From an optimization exercise on the open Yosys and OpenROAD flow, aimed at small area, a short achievable clock period and few clock cycles; shortcuts taken in it are not production practice.
Where RTL was checked, it was by simulation tests only, not by an equivalence proof against the original.
Power is estimated from default activity; no workload was simulated.

==> 06-24: inputs <==
Design replay_block_deframer_core, start of the top module:
module replay_block_deframer_core
(
    input  logic        i_clk,
    input  logic        i_rst_n,
    input  logic        i_valid,
    output logic        o_stall,
    input  logic [7:0]  i_data_byte,
    output logic        o_valid,
    input  logic        i_stall,
    output logic        o_result_kind,
    output logic [3:0]  o_marker_bits,
    output logic [31:0] o_timestamp_bits,
    output logic [31:0] o_content_length,
    output logic [7:0]  o_block_type,
    output logic [31:0] o_block_param,
    output logic [7:0]  o_content_byte,
    output logic        o_last_of_block
);
==> module rbd_queue, before the edit <==
module rbd_queue
#(
    parameter int DEPTH = 3
)
(
    input  logic       i_clk,
    input  logic       i_rst_n,
    input  logic       i_push,
    input  logic [8:0] i_item,
    input  logic       i_pop,
    output logic       o_full,
    output logic       o_valid,
    output logic [8:0] o_item
);
    localparam int AW = (DEPTH > 1) ? $clog2(DEPTH) : 1;
    localparam int CW = $clog2(DEPTH + 1);
    logic [8:0]    r_mem [0:DEPTH-1];
    logic [AW-1:0] r_wr;
    logic [AW-1:0] r_rd;
    logic [CW-1:0] r_count;
    assign o_full  = (r_count == CW'(DEPTH));
    assign o_valid = (r_count != '0);
    assign o_item  = r_mem[r_rd];
    always_ff @(posedge i_clk) begin
        if (i_push) begin
            r_mem[r_wr] <= i_item;
        end
    end
    always_ff @(posedge i_clk) begin
        if (!i_rst_n) begin
            r_wr    <= '0;
            r_rd    <= '0;
            r_count <= '0;
        end else begin
            if (i_push) begin
                r_wr <= (r_wr == AW'(DEPTH - 1)) ? '0 : r_wr + AW'(1);
            end
            if (i_pop) begin
                r_rd <= (r_rd == AW'(DEPTH - 1)) ? '0 : r_rd + AW'(1);
            end
            if (i_push && !i_pop) begin
                r_count <= r_count + CW'(1);
            end else if (i_pop && !i_push) begin
                r_count <= r_count - CW'(1);
            end
        end
    end
endmodule
Settings: LEC_CHECK=0, CAP_MARGIN=20, CORE_MARGIN=2, CORE_UTILIZATION=70, CTS_CLUSTER_DIAMETER=100, CTS_CLUSTER_SIZE=22, SETUP_SLACK_MARGIN=5, SLEW_MARGIN=20; clock period 8.5 ns.
standard.sh (not shown) runs the stock make flow with config.mk's settings and CLKGATE_MAP_FILE= SYNTH_SCRIPT=/design/flow/synth_recipe.tcl, a recipe that flattens the netlist after the stock synthesis.
==> flow/flow/run.sh <==
#!/bin/bash
# The standard layout, with the port buffers made from the smallest plain
# buffer cell instead of the resizer's default choice.
set -euo pipefail
export BUFFER_PORTS_ARGS="-buffer_cell sky130_fd_sc_hd__buf_1"
bash standard.sh finish > standard.log 2>&1
==> 08-27 (differences from 06-24) <==
--- a/flow/design.v
+++ b/flow/design.v
@@ -316,5 +316,5 @@
 module rbd_queue
 #(
-    parameter int DEPTH = 3
+    parameter int DEPTH = 2
 )
 (
--- a/flow/config.mk
+++ b/flow/config.mk
@@ -8,5 +8,5 @@
 export CAP_MARGIN = 20
 export CORE_MARGIN = 2
-export CORE_UTILIZATION = 70
+export CORE_UTILIZATION = 40
 export CTS_CLUSTER_DIAMETER = 100
 export CTS_CLUSTER_SIZE = 22
==> 09-20 (differences from 06-24) <==
--- a/flow/config.mk
+++ b/flow/config.mk
@@ -8,5 +8,5 @@
 export CAP_MARGIN = 20
 export CORE_MARGIN = 2
-export CORE_UTILIZATION = 70
+export CORE_UTILIZATION = 60
 export CTS_CLUSTER_DIAMETER = 100
 export CTS_CLUSTER_SIZE = 22
==> comparison table <==
quantity                                                                            08-27                      09-20                      06-24
Total standard cell area after synthesis                                      17400 sq um                17600 sq um                17600 sq um
Number of buffers other than clock buffers in the final layout                        192                        191                        195
Total of cells resized after clock tree synthesis                                      43                         36                         47
Standard cell core area                                                       43000 sq um                28800 sq um                24500 sq um
R2r endpoint                                                    u_front.u_fadd.o_time[27]  u_front.u_fadd.o_time[26]  u_front.u_fadd.o_time[26]
Sequential element share of the synthesized area                                    40.2%                      41.7%                      41.7%
GR met1 Demand/Resource                                                             34.5%                      47.6%                      54.8%
Switch share                                                                        25.8%                      25.5%                      25.6%
Capture point of the worst path                                 u_front.u_fadd.o_time[27]  u_front.u_fadd.o_time[26]  u_front.u_fadd.o_time[26]
Share of post-route cells with drive strength above 1                               11.2%                      10.3%                      11.1%
Switching Power                                                                    655 uW                     643 uW                     660 uW
Internal power contribution                                                       1890 uW                    1880 uW                    1920 uW
Number of setup buffers added after CTS                                                20                         15                          9
Power attributed to sequential cells                                              1400 uW                    1470 uW                    1480 uW
Top Layer Used                                                                       met4                       met4                       met5
Worst clock skew                                                                0.0222 ns                  0.0379 ns                  0.0253 ns
Gate count after technology mapping                                                  1829                       1830                       1830
Total Routed Length                                                               57.6 mm                    53.5 mm                    53.8 mm
Antenna violations before repair                                                        0                          0                          1
Highest cell delay on the worst timing path                                       0.41 ns                    0.44 ns                    0.55 ns
Multi-input gate count                                                               1344                       1331                       1330
Run status                                               no timing/DRC/antenna violations  no timing/DRC/antenna violations  no timing/DRC/antenna violations
Leakage component of the power                                                 0.00715 uW                 0.00714 uW                 0.00723 uW
Fin worst setup slack                                                             4.83 ns                    4.92 ns                    4.75 ns
Most common cell type on the critical path                                              -    sky130_fd_sc_hd__a21o_1   sky130_fd_sc_hd__a21oi_2
Post-route insts no fill                                                             2518                       2311                       2256
Testbench counts of 06-24, summed over its fixed seeds: cycles 12,648.
Testbench counts of 09-20, summed over its fixed seeds: cycles 12,648.
Only the layout flow was run in 08-27; the RTL was not checked for function there.

---

==> v31 <==
Another version of the RTL of replay_block_deframer_core (not shown whole).
Settings: LEC_CHECK=0, CAP_MARGIN=20, CORE_MARGIN=2, CORE_UTILIZATION=40, CTS_CLUSTER_DIAMETER=100, CTS_CLUSTER_SIZE=22, SETUP_SLACK_MARGIN=5, SLEW_MARGIN=20; clock period 8.5 ns.
Scripts as last shown in full above: flow/flow/run.sh
==> v25 (differences from v31) <==
==> flow/run.sh (new file) <==
#!/bin/bash
# synth_recipe.tcl (not shown) runs the flow's synth.tcl, then flattens the netlist and writes it again
# the make line also repeats each setting of config.mk as NAME=value (left out here)
make -C /OpenROAD-flow-scripts/flow DESIGN_CONFIG=/design/flow/config.mk WORK_HOME=/design/flow/orfs CLKGATE_MAP_FILE= SYNTH_SCRIPT=/design/flow/synth_recipe.tcl finish
CORE_UTILIZATION = 55   (was 40)
removed: flow/flow/run.sh
removed: flow/standard.sh
==> v6 (differences from v31) <==
--- a/flow/design.v
+++ b/flow/design.v
@@ -51,19 +51,17 @@
             r_st[0] <= i_load;
             r_st[1] <= r_st[0];
             r_st[2] <= r_st[1];
             r_st[3] <= r_st[2] || (r_st[3] && !done);
         end
     end
     logic [8:0] diff;       
-    logic [8:0] ndiff;      
     logic [8:0] adiff;
-    assign diff  = {1'b0, ea_eff} - {1'b0, 8'd127 + {5'd0, r_p}};
-    assign ndiff = {1'b0, 8'd127 + {5'd0, r_p}} - {1'b0, ea_eff};
-    assign adiff = diff[8] ? ndiff : diff;
+    assign diff  = {1'b0, ea_eff} - 9'd127 - {6'd0, r_p};
+    assign adiff = diff[8] ? (9'd0 - diff) : diff;
     always_ff @(posedge i_clk) begin
         if (r_st[0]) begin
             r_dbig <= diff[8] || ((diff == 9'd0) &&
                       ((r_md > ma[23:16]) || ((r_md == ma[23:16]) && (ma[15:0] == 16'd0))));
             r_sh   <= (adiff > 9'd31) ? 5'd31 : adiff[4:0];
         end
     end
@@ -81,22 +79,22 @@
         y_sh = v | {26'd0, st};
     end
     logic [26:0] x;
     logic [27:0] s;
     assign x = r_dbig ? {r_md, 19'd0} : {ma, 3'b000};
     rbd_add #(.W(28)) u_add (
         .i_a    ({1'b0, x}),
-        .i_b    (r_w),
+        .i_b    (sa ? ~r_w : r_w),
         .i_cin  (sa),
         .o_sum  (s),
         .o_cout ()
     );
     always_ff @(posedge i_clk) begin
         if (r_st[1]) begin
-            o_time[27:0] <= {sa, sa ? ~y_sh : y_sh};
+            o_time[27:0] <= {1'b0, y_sh};
         end else if (r_st[2]) begin
             o_time[27:0] <= s;
             r_e <= r_dbig ? (8'd127 + {5'd0, r_p}) : ea_eff;
         end else if (done) begin
             o_time <= o_sum;
         end else if (r_st[3]) begin
             o_time[27:0] <= {r_w[26:0], 1'b0};
@@ -120,21 +118,15 @@
     rbd_add #(.W(25)) u_round (
         .i_a    ({1'b0, m}),
         .i_b    (25'd0),
         .i_cin  (up),
         .o_sum  (mant),
         .o_cout ()
     );
-    logic [7:0]  e_1;
-    logic [7:0]  e_2;
-    logic        rc;
-    assign e_1  = r_e + 8'd1;
-    assign e_2  = r_e + 8'd2;
-    assign rc   = up & (&m);
-    assign e2   = (r_w[27] & rc) ? e_2 : ((r_w[27] | rc) ? e_1 : r_e);
+    assign e2   = r_e + {7'd0, r_w[27]} + {7'd0, mant[24]};
     always_comb begin
         if (ea == 8'hFF) begin
             o_sum = i_a | {9'd0, i_a[22:0] != 23'd0, 22'd0};
         end else if (r_dz) begin
             o_sum = (i_a[30:0] == 31'd0) ? 32'd0 : i_a;
         end else if (!r_w[27] && !r_w[26]) begin
             o_sum = 32'd0;
@@ -324,15 +316,15 @@
                 r_remain <= rem_dec;
             end
         end
     end
 endmodule
 module rbd_queue
 #(
-    parameter int DEPTH = 2
+    parameter int DEPTH = 4
 )
 (
     input  logic       i_clk,
     input  logic       i_rst_n,
     input  logic       i_push,
     input  logic [9:0] i_item,
     input  logic       i_pop,
==> flow/run.sh (new file) <==
#!/bin/bash
# synth_recipe.tcl (not shown) runs the flow's synth.tcl, then flattens the netlist and writes it again
# the make line also repeats each setting of config.mk as NAME=value (left out here)
make -C /OpenROAD-flow-scripts/flow DESIGN_CONFIG=/design/flow/config.mk WORK_HOME=/design/flow/orfs CLKGATE_MAP_FILE= SYNTH_SCRIPT=/design/flow/synth_recipe.tcl finish
ABC_CLOCK_PERIOD_IN_PS = 3000   (was unset)
CTS_CLUSTER_DIAMETER = unset   (was 100)
CTS_CLUSTER_SIZE = unset   (was 22)
removed: flow/flow/run.sh
removed: flow/standard.sh
==> metrics.md <==
| Metric | Value |
|---|---|
| Status | `complete, no violations` |
| DRT Wirelength | `57600 um` |
| Initial core utilization | `40.5%` |
| Clk pwr share | `28.6%` |
| Crit-path cells | `buf_12 > buf_12 > nor2b_1 > ha_1 > and4_1 > a221o_1 > o2111a_2 > o31ai_4 > o21ai_2 > nor4_1 > nor3_1 > fa_2 > xor2_2 > a21oi_2 > a2111oi_2` |
| WHS Endpoint | `u_back.o_flags[1]` |
| Worst Setup EP | `u_front.u_fadd.o_time[27]` |
| Die outline width | `215 um` |
| Non-Filler Instances | `2504` |
| FF/Latch Area | `0.00787 mm2` |
-- figures above: v6

==> metrics.md <==
| Metric | Value |
|---|---|
| Status | `complete, no violations` |
| GR Util met3 | `4.55%` |
| Post-route setup slack | `4830 ps` |
| FF/Latch Area | `0.00718 mm2` |
| Clock slew at reported path FFs | `90 ps` |
| DPL Wire Length | `39000 um` |
| Initial core utilization | `40.3%` |
| Most common cell after layout, fill and taps aside | `edfxtp_1` |
| Die outline width | `212 um` |
| Clk pwr share | `22.9%` |
| Grt met2 use | `38.3%` |
| DRT Wirelength | `57000 um` |
-- figures above: v31

==> metrics.md <==
| Metric | Value |
|---|---|
| Status | `complete, no violations` |
| DRT Wirelength | `56200 um` |
| Non-Filler Instances | `2332` |
| Clk pwr share | `21.7%` |
| Die outline width | `181 um` |
| Crit-path cells | `ha_4 > o21a_4 > nor2_4 > nor3b_2 > a211oi_2 > inv_1 > buf_2` |
| Initial core utilization | `56.2%` |
| Worst Setup EP | `o_stall` |
| WHS Endpoint | `u_back.o_flags[1]` |
| FF/Latch Area | `0.00718 mm2` |
-- figures above: v25

Testbench counts of v31, summed over its fixed seeds: cycles 13,322.
Testbench counts of v25, summed over its fixed seeds: cycles 13,322.
Testbench counts of v6, summed over its fixed seeds: cycles 13,091.

## static timing again, ports no longer ideal
Ports are ideal in the flow. The routed layouts listed here were re-timed in OpenROAD.
Step 1 assumes that a clkbuf_16 drives the clock port and a buf_2 every other input.
Step 2 moves the port delays by t, midway between the first and last clock arrival at a register: inputs arrive t later, outputs are due t later. That takes back most of the time a late clock gives input paths.
Three values: no drivers, after step 1, after step 2; two values: the first two.
run	shift t [ns]	setup slack, ns	worst setup path at the end	slew at the worst register clock pin (ns)	worst data-port slew with drivers (ns)
06-24	0.548	4.752 / 4.752 / 4.361	input to register	0.10 / 0.10	0.05
08-27	0.564	4.826 / 4.826 / 4.607	input to register	0.10 / 0.10	0.07
09-20	0.558	4.920 / 4.920 / 4.496	input to register	0.10 / 0.10	0.04
v31	0.568	4.835 / 4.835 / 4.678	input to register	0.10 / 0.10	0.06
v25	0.564	4.879 / 4.825 / 4.545	input to register	0.10 / 0.10	0.06
v6	0.587	4.731 / 4.731 / 4.216	input to register	0.06 / 0.06	0.03
After both steps setup and hold are still met in every run listed. For v6, which loses most, drivers alone change the setup slack by 0.000 ns; drivers and shift together by -0.515 ns.
